Source: an optimization exercise on an open RTL-to-GDS flow (aim: small area). Production flows keep margins and buffers that such runs may drop. Only simulation tests tie the RTL to the original design; equivalence was not proved. Power is estimated from default activity; no workload was simulated.

==> flow/design.v (excerpt) <==
module id_part (
  input  wire logic        clk,
  input  wire logic        rst,
  input  wire logic [31:0] PC,
  input  wire logic [31:0] IR,
  input  wire logic [31:0] Din,
  input  wire logic        WE,
  input  wire logic [4:0]  RW,
  output logic      [31:0] PCOut,
  output logic      [31:0] IROut,
  output logic      [31:0] signal,
  output logic      [31:0] R1,
  output logic      [31:0] R2,
  output logic      [31:0] R1Data,
  output logic      [31:0] R2Data,
  output logic      [31:0] RWOut
);
For scale: about 990 flip-flops, roughly 360 I/O pins, roughly 0.041 mm^2 of cells after synthesis.
==> flow/config.mk <==
export PLATFORM = sky130hd
export DESIGN_NAME = id_part
export DESIGN_NICKNAME = id_part
export VERILOG_FILES = /design/flow/design.v
export SDC_FILE = /design/flow/constraint.sdc
export NUM_CORES = 4
export LEC_CHECK = 0
export CAP_MARGIN = 10
export CORE_MARGIN = 2
export CORE_UTILIZATION = 50
export SETUP_SLACK_MARGIN = 0.05
export SLEW_MARGIN = 10
export SYNTH_HIERARCHICAL = 1
export SYNTH_MINIMUM_KEEP_SIZE = 0
==> flow/constraint.sdc <==
create_clock -name core_clock -period 9.0 [get_ports {clk}]
set_input_delay 1.8000 -clock core_clock [delete_from_list [all_inputs] [get_ports {clk}]]
set_output_delay 1.8000 -clock core_clock [all_outputs]
set_load 0.01 [all_outputs]
standard.sh (not shown) runs the stock make flow with config.mk's settings and CLKGATE_MAP_FILE= SYNTH_SCRIPT=/design/flow/synth_recipe.tcl, a recipe that flattens the netlist after the stock synthesis.
==> flow/flow/run.sh <==
#!/bin/bash
# The standard ORFS layout, with these changes: port buffers use the smallest
# buffer (buf_1); constant outputs share one tie cell; clock tree synthesis
# uses clkbuf_8 with larger sink clusters and inserts no dummy loads.
set -euo pipefail
export BUFFER_PORTS_ARGS="-buffer_cell sky130_fd_sc_hd__buf_1"
export SKIP_REPAIR_TIE_FANOUT=1
export CTS_ARGS="-sink_clustering_enable -repair_clock_nets -dont_use_dummy_load -buf_list sky130_fd_sc_hd__clkbuf_8 -sink_clustering_size 15 -sink_clustering_max_diameter 60"
bash standard.sh finish > standard.log 2>&1
The starting point passed the timing, design-rule and antenna checks.
Next try:
==> flow/flow/run.sh (replaced) <==
#!/bin/bash
# The standard ORFS layout, with these changes: the register file's hold
# gates use o21ai_0 after synthesis; port buffers use the smallest buffer
# (buf_1); constant outputs share one tie cell; clock tree synthesis uses
# clkbuf_8 with sink clusters of up to 15 and inserts no dummy loads; after
# global routing, gates off the critical paths are downsized (power recovery).
set -euo pipefail
export BUFFER_PORTS_ARGS="-buffer_cell sky130_fd_sc_hd__buf_1"
export SKIP_REPAIR_TIE_FANOUT=1
export RECOVER_POWER=100
export CTS_ARGS="-sink_clustering_enable -repair_clock_nets -dont_use_dummy_load -buf_list sky130_fd_sc_hd__clkbuf_8 -sink_clustering_size 15 -sink_clustering_max_diameter 60"
bash standard.sh synth > standard_synth.log 2>&1
res=orfs/results/sky130hd/id_part/base
SYNTH_ODB=$res/1_synth.odb openroad -no_init -exit flow/swap_o21ai.tcl > swap.log 2>&1
touch $res/1_synth.sdc
bash standard.sh finish > standard.log 2>&1
==> flow/flow/swap_o21ai.tcl (new file) <==
# Use o21ai_0 (same area as o21ai_1, lower input capacitance) for the
# register file's hold gates (the o21ai cells that drive a flip-flop's D
# pin), which load the high-fanout row and column nets.
read_db $::env(SYNTH_ODB)
set db [ord::get_db]
set m0 [$db findMaster sky130_fd_sc_hd__o21ai_0]
set n 0
foreach inst [[ord::get_db_block] getInsts] {
  if {[[$inst getMaster] getName] ne "sky130_fd_sc_hd__o21ai_1"} continue
  set net [[$inst findITerm Y] getNet]
  if {$net eq "NULL" || $net eq ""} continue
  set to_d 0
  foreach it [$net getITerms] {
    if {[[$it getMTerm] getName] eq "D" && [string match "sky130_fd_sc_hd__dfxtp*" [[[$it getInst] getMaster] getName]]} { set to_d 1 }
  }
  if {$to_d} { $inst swapMaster $m0; incr n }
}
puts "swapped $n instances to o21ai_0"
write_db $::env(SYNTH_ODB)
=> With this change the flow completed, yet does not pass: capacitance limit, slew limit. First-iteration DRC count decreases by a few percent. Global-route usage came out lower by 0.41 points. Clock-buffer cell count goes down by 3.
Next try:
==> flow/flow/run.sh (replaced) <==
#!/bin/bash
# The standard ORFS layout, with these changes: the register file's hold
# gates use o21ai_0 after synthesis; port buffers use the smallest buffer
# (buf_1); constant outputs share one tie cell; clock tree synthesis uses
# clkbuf_8 with sink clusters of up to 17 and inserts no dummy loads.
set -euo pipefail
export BUFFER_PORTS_ARGS="-buffer_cell sky130_fd_sc_hd__buf_1"
export SKIP_REPAIR_TIE_FANOUT=1
export CTS_ARGS="-sink_clustering_enable -repair_clock_nets -dont_use_dummy_load -buf_list sky130_fd_sc_hd__clkbuf_8 -sink_clustering_size 17 -sink_clustering_max_diameter 60"
bash standard.sh synth > standard_synth.log 2>&1
res=orfs/results/sky130hd/id_part/base
SYNTH_ODB=$res/1_synth.odb openroad -no_init -exit flow/swap_o21ai.tcl > swap.log 2>&1
touch $res/1_synth.sdc
bash standard.sh finish > standard.log 2>&1
The new run finished with timing, DRC and antenna clean.
Wire length barely changes.
Clock power falls by about 3%.
Total power went down by 0.60%.
Worst setup slack gets better by 0.40 ns.
Register-to-register slack gains 0.15 ns.
Area after synthesis is unchanged.
Next try:
--- a/flow/flow/run.sh
+++ b/flow/flow/run.sh
@@ -4,3 +4,3 @@
 # (buf_1); constant outputs share one tie cell; clock tree synthesis uses
-# clkbuf_8 with sink clusters of up to 17 and inserts no dummy loads.
+# clkbuf_8 with sink clusters of up to 15 and inserts no dummy loads.
 set -euo pipefail
@@ -8,3 +8,3 @@
 export SKIP_REPAIR_TIE_FANOUT=1
-export CTS_ARGS="-sink_clustering_enable -repair_clock_nets -dont_use_dummy_load -buf_list sky130_fd_sc_hd__clkbuf_8 -sink_clustering_size 17 -sink_clustering_max_diameter 60"
+export CTS_ARGS="-sink_clustering_enable -repair_clock_nets -dont_use_dummy_load -buf_list sky130_fd_sc_hd__clkbuf_8 -sink_clustering_size 15 -sink_clustering_max_diameter 60"
 bash standard.sh synth > standard_synth.log 2>&1
- CORE_UTILIZATION: 50 -> 45
What happened:
- area after synthesis stays the same
- cell count climbs slightly
- clock-buffer cell count increases by 6
- clock skew stays the same
- power rose slightly
- worst hold slack stays flat
- wire length went up slightly

==> what the ideal ports hide <==
The flow's constraints put no driver on any port. The routed layouts listed below were extracted and timed again, unchanged, in two steps.
Step 1 sets driving cells, clkbuf_16 on the clock port and buf_2 on the other inputs (assumed; they add their load-dependent delay and slew).
Step 2, shift: input delay + t, output delay - t, t = (earliest + latest rising clock arrival at the registers) / 2. This alone moves slack from input paths to output paths.
Slacks: no drivers / after step 1 / after step 2; pairs: no drivers / after step 1.
| run | shift t [ns] | slack for setup (ns) | worst setup path at the end | latest minus earliest clock arrival (ns) | worst register clock-pin slew, ns |
|---|---|---|---|---|---|
| the first run | 0.779 | 0.865 / 0.839 / 0.839 | input to output | 0.107 / 0.107 | 0.10 / 0.10 |
| the second run | 0.768 | 0.494 / 0.474 / 0.474 | input to output | 0.103 / 0.102 | 0.10 / 0.10 |
| the third run | 0.762 | 0.896 / 0.871 / 0.871 | input to output | 0.093 / 0.093 | 0.11 / 0.11 |
| the fourth run | 0.748 | 0.747 / 0.720 / 0.720 | input to output | 0.110 / 0.109 | 0.10 / 0.10 |
The setup slack of the fourth run, which loses most, moves by -0.027 ns with the drivers and by -0.027 ns with both steps.
